Source: an optimization exercise on an open RTL-to-GDS flow (aim: small area). Production flows keep margins and buffers that such runs may drop.
Only simulation tests tie the RTL to the original design; equivalence was not proved.
Power is estimated from default activity; no workload was simulated.

Design accel_top, start of the top module:
module accel_top (
    input  logic                               clk,
    input  logic                               sync_reset,
    input  logic                               awvalid,
    output logic                               awready,
    input  logic [csr_pkg::CSR_ADDR_WIDTH-1:0] awaddr,
    input  logic                               wvalid,
    output logic                               wready,
    input  logic [csr_pkg::CSR_DATA_WIDTH-1:0] wdata,
    input  logic [csr_pkg::CSR_STRB_WIDTH-1:0] wstrb,
    output logic                               bvalid,
    input  logic                               bready,
    output logic [1:0]                         bresp,
    input  logic                               arvalid,
    output logic                               arready,
    input  logic [csr_pkg::CSR_ADDR_WIDTH-1:0] araddr,
    output logic                               rvalid,
    input  logic                               rready,
    output logic [csr_pkg::CSR_DATA_WIDTH-1:0] rdata,
    output logic [1:0]                         rresp,
    input  logic                               s_axis_tvalid,
    output logic                               s_axis_tready,
    input  accel_pkg::sample_t                 s_axis_tdata,
    input  logic                               s_axis_tlast,
    output logic                               m_axis_tvalid,
    input  logic                               m_axis_tready,
    output accel_pkg::sample_t                 m_axis_tdata,
    output logic                               m_axis_tlast
);
  ...
make LEC_CHECK=0 CAP_MARGIN=20 CORE_MARGIN=2 CORE_UTILIZATION=40 CTS_BUF_LIST='sky130_fd_sc_hd__clkbuf_4 sky130_fd_sc_hd__clkbuf_8' GPL_TIMING_DRIVEN=0 SLEW_MARGIN=20 finish   # period 4.0 ns
run.sh (not shown) runs the stock make flow with config.mk's settings and CLKGATE_MAP_FILE= SYNTH_SCRIPT=/design/flow/synth_recipe.tcl, a recipe that flattens the netlist after the stock synthesis.
The baseline finished but failed the layout checks on negative setup slack.
Change:
--- a/flow/config.mk
+++ b/flow/config.mk
@@ -10,4 +10,2 @@
 export CORE_UTILIZATION = 40
-export CTS_BUF_LIST = sky130_fd_sc_hd__clkbuf_4 sky130_fd_sc_hd__clkbuf_8
-export GPL_TIMING_DRIVEN = 0
 export SLEW_MARGIN = 20
After rerunning: The new run finished with timing, DRC and antenna clean; cell area rises by 1.3%; power climbs by 3.0%; count of clock-buffer cells in the layout decreases by 63; worst hold slack gets better by 0.0041 ns; clock power grows by 8.5%; sequential share of layout area decreases by 0.73 points; sequential power hardly moves.

========
Setup of run 1:
accel_top, a different RTL version from the one above (not shown whole).
Size in the first run: about 1600 cells after synthesis, roughly 590 flip-flops, roughly 120 I/O pins, ~0.024 sq mm of cells after synthesis.
export LEC_CHECK = 0
export CAP_MARGIN = 20
export CORE_MARGIN = 2
export CORE_UTILIZATION = 40
export SLEW_MARGIN = 20
create_clock -name core_clock -period 4.0 [get_ports {clk}]
standard.sh (not shown) runs the stock make flow with config.mk's settings and CLKGATE_MAP_FILE= SYNTH_SCRIPT=/design/flow/synth_recipe.tcl, a recipe that flattens the netlist after the stock synthesis.
==> flow/flow/run.sh <==
#!/bin/bash
# The standard layout (the standard.sh: ORFS synthesis, floorplan, power
# grid, placement, CTS and routing) with these changes to how it is built:
#  - synthesis is the standard flow's own synthesis script, except that ABC maps the
#    logic with flow/abc.script (ABC's usual liberty-mapping recipe:
#    fraig/scorr/dc2 then dch -f and &nf) instead of ORFS's speed script;
#    the flip-flops are mapped exactly as before, by dfflibmap, and ABC does
#    not see them;
#  - the port buffers that buffer_ports inserts are the smallest plain buffer
#    (sky130_fd_sc_hd__buf_1) instead of a delay cell; repair_design still
#    resizes any that need more drive;
#  - timing-driven global placement only reweights nets: the buffers its
#    internal repair inserts are not kept (GPL_KEEP_OVERFLOW=0);
#    repair_design then fixes slew and capacitance against the library
#    limits (SLEW_MARGIN/CAP_MARGIN=MARGIN below), and repair_timing aims
#    for 0.2 ns of setup slack;
#  - clock tree synthesis clusters up to 25 sinks within 80 um per leaf
#    buffer, uses clkbuf_16 only and inserts no dummy loads.
# Each tool's full output goes to the ORFS logs under orfs/logs/ and the make
# output to standard.log, both in this folder.
set -euo pipefail
here=$(pwd)
MARGIN=0

# synth_core.tcl: ORFS's synth.tcl with the ABC script swapped
sed "s#^source \$::env(SCRIPTS_DIR)/synth_preamble.tcl\$#&\nset abc_args [lreplace \$abc_args 1 1 $here/flow/abc.script]#" \
  "$FLOW_HOME/scripts/synth.tcl" > synth_core.tcl
grep -q "flow/abc.script" synth_core.tcl
# flow_synth.tcl: the standard flow's synthesis script, sourcing synth_core.tcl
sed "s#^source \$::env(SCRIPTS_DIR)/synth.tcl\$#source $here/synth_core.tcl#" \
  synth_recipe.tcl > flow_synth.tcl
grep -q "synth_core.tcl" flow_synth.tcl

CTS="-sink_clustering_enable -repair_clock_nets -dont_use_dummy_load"
CTS="$CTS -buf_list {sky130_fd_sc_hd__clkbuf_16}"
CTS="$CTS -sink_clustering_size 25 -sink_clustering_max_diameter 80"
bash standard.sh \
  "SYNTH_SCRIPT=$here/flow_synth.tcl" \
  "BUFFER_PORTS_ARGS=-buffer_cell sky130_fd_sc_hd__buf_1" \
  GPL_KEEP_OVERFLOW=0 \
  SLEW_MARGIN=$MARGIN CAP_MARGIN=$MARGIN \
  SETUP_SLACK_MARGIN=0.2 \
  "CTS_ARGS=$CTS" \
  finish > standard.log 2>&1
==> flow/flow/abc.script <==
strash
&get -n
&fraig -x
&put
scorr
dc2
strash
&get -n
&dch -f
&nf
&put
buffer -c
topo
stime -c
upsize -c
dnsize -c
[run 1] flow finished | final checks: failed | reasons: max-capacitance violations, max-slew violations
Here is what was changed in the inputs of run 2 compared with run 1.
-- flow/flow/run.sh --
<<< run 1, line 3
# grid, placement, CTS and routing) with these changes to how it is built:
>>> run 2, line 3
# grid, placement, CTS and routing) with three changes to how it is built:
<<< run 1, line 12
#  - timing-driven global placement only reweights nets: the buffers its
#    internal repair inserts are not kept (GPL_KEEP_OVERFLOW=0);
#    repair_design then fixes slew and capacitance against the library
#    limits (SLEW_MARGIN/CAP_MARGIN=MARGIN below), and repair_timing aims
#    for 0.2 ns of setup slack;
>>> run 2, line 12
<<< run 1, line 23
MARGIN=0
>>> run 2, line 18
<<< run 1, line 40
  GPL_KEEP_OVERFLOW=0 \
  SLEW_MARGIN=$MARGIN CAP_MARGIN=$MARGIN \
  SETUP_SLACK_MARGIN=0.2 \
>>> run 2, line 34
## What came out
- Run 2: flow completed, timing, DRC and antenna clean
- In the flow results for run 1 and run 2, the sequential share of layout area is larger on run 1.
- Re worst hold-check slack: run 2 is 170 ps down on run 1.
- When run 2 is set beside run 1, its number of cells after detailed placement turns out to be 3.5% larger.
- | finished layout cell area | run 2 vs run 1 | 230 sq um higher |
- Summary of run 2 over run 1: wire length reported by the detailed router climbed 1.2%; total power held; smallest setup slack after layout now sits higher; final weighted congestion in routability-driven placement climbed 3.6%.
For run 3, these inputs were changed with respect to run 2:
-- flow/flow/run.sh --
<<< run 2, line 3
# grid, placement, CTS and routing) with three changes to how it is built:
>>> run 3, line 3
# grid, placement, CTS and routing) with these changes to how it is built:
<<< run 2, line 12
>>> run 3, line 12
#  - timing-driven global placement only reweights nets: the buffers its
#    internal repair inserts are not kept (GPL_KEEP_OVERFLOW=0);
#    repair_design then fixes slew and capacitance against the library
#    limits (SLEW_MARGIN/CAP_MARGIN=MARGIN below), and repair_timing aims
#    for 0.2 ns of setup slack;
#  - repair_design may not use the largest plain buffers (buf_6 and up,
#    bufbuf_*) or the mid-size clock buffers for data nets: it picked
#    buf_12/buf_16 for nets of about 20 loads where buf_4 does; these cells
#    are added to the platform's own DONT_USE_CELLS list;
<<< run 2, line 18
>>> run 3, line 27
MARGIN=10
<<< run 2, line 28
>>> run 3, line 38
# The platform's don't-use list, plus the buffers named above
DU=$(make -s -C "$FLOW_HOME" DESIGN_CONFIG="$here/config.mk" WORK_HOME="$here/orfs" \
       print-DONT_USE_CELLS 2>dont_use.log | sed -n 's/^DONT_USE_CELLS: //p')
echo "$DU" > dont_use.txt
[[ "$DU" == *sky130_fd_sc_hd__probe_p_8* ]]
P=sky130_fd_sc_hd__
DU="$DU ${P}buf_6 ${P}buf_8 ${P}buf_12 ${P}buf_16 ${P}bufbuf_8 ${P}bufbuf_16 ${P}clkbuf_4 ${P}clkbuf_8"

<<< run 2, line 34
>>> run 3, line 52
  GPL_KEEP_OVERFLOW=0 \
  SLEW_MARGIN=$MARGIN CAP_MARGIN=$MARGIN \
  SETUP_SLACK_MARGIN=0.2 \
  "DONT_USE_CELLS=$DU" \
==> comparison <==
Number of antenna violations at the first check in global routing (run 3 over run 2): increase, 3. Delta(maximum clock frequency, run 3 - run 2) < 0. Going from run 2 to run 3, critical path depth shrinks by 1. Global router's overall resource usage of run 3 is on par with run 2.

[static timing again, ports no longer ideal]
Ports are ideal in the flow. The routed layouts listed here were re-timed in OpenROAD. Step 1 sets driving cells, clkbuf_16 on the clock port and buf_2 on the other inputs (assumed; they add their load-dependent delay and slew). Step 2 moves the port delays by t, midway between the first and last clock arrival at a register: inputs arrive t later, outputs are due t later. That takes back most of the time a late clock gives input paths. Three values: no drivers, after step 1, after step 2; two values: the first two.
| run | shift t [ns] | setup WS [ns] | worst setup path after step 2 |
|---|---|---|---|
| the first run of note 1 | 0.760 | -0.041 / -0.003 / -0.763 | input to register |
| the second run of note 1 | 0.677 | 0.934 / 0.934 / 0.365 | input to register |
| run 1 | 0.651 | 0.375 / 0.375 / 0.191 | input to register |
| run 2 | 0.643 | 0.491 / 0.491 / 0.491 | register to register |
| run 3 | 0.655 | 0.358 / 0.358 / 0.358 | register to register |
The setup slack of the first run of note 1, which loses most, moves by +0.038 ns with the drivers and by -0.722 ns with both steps.
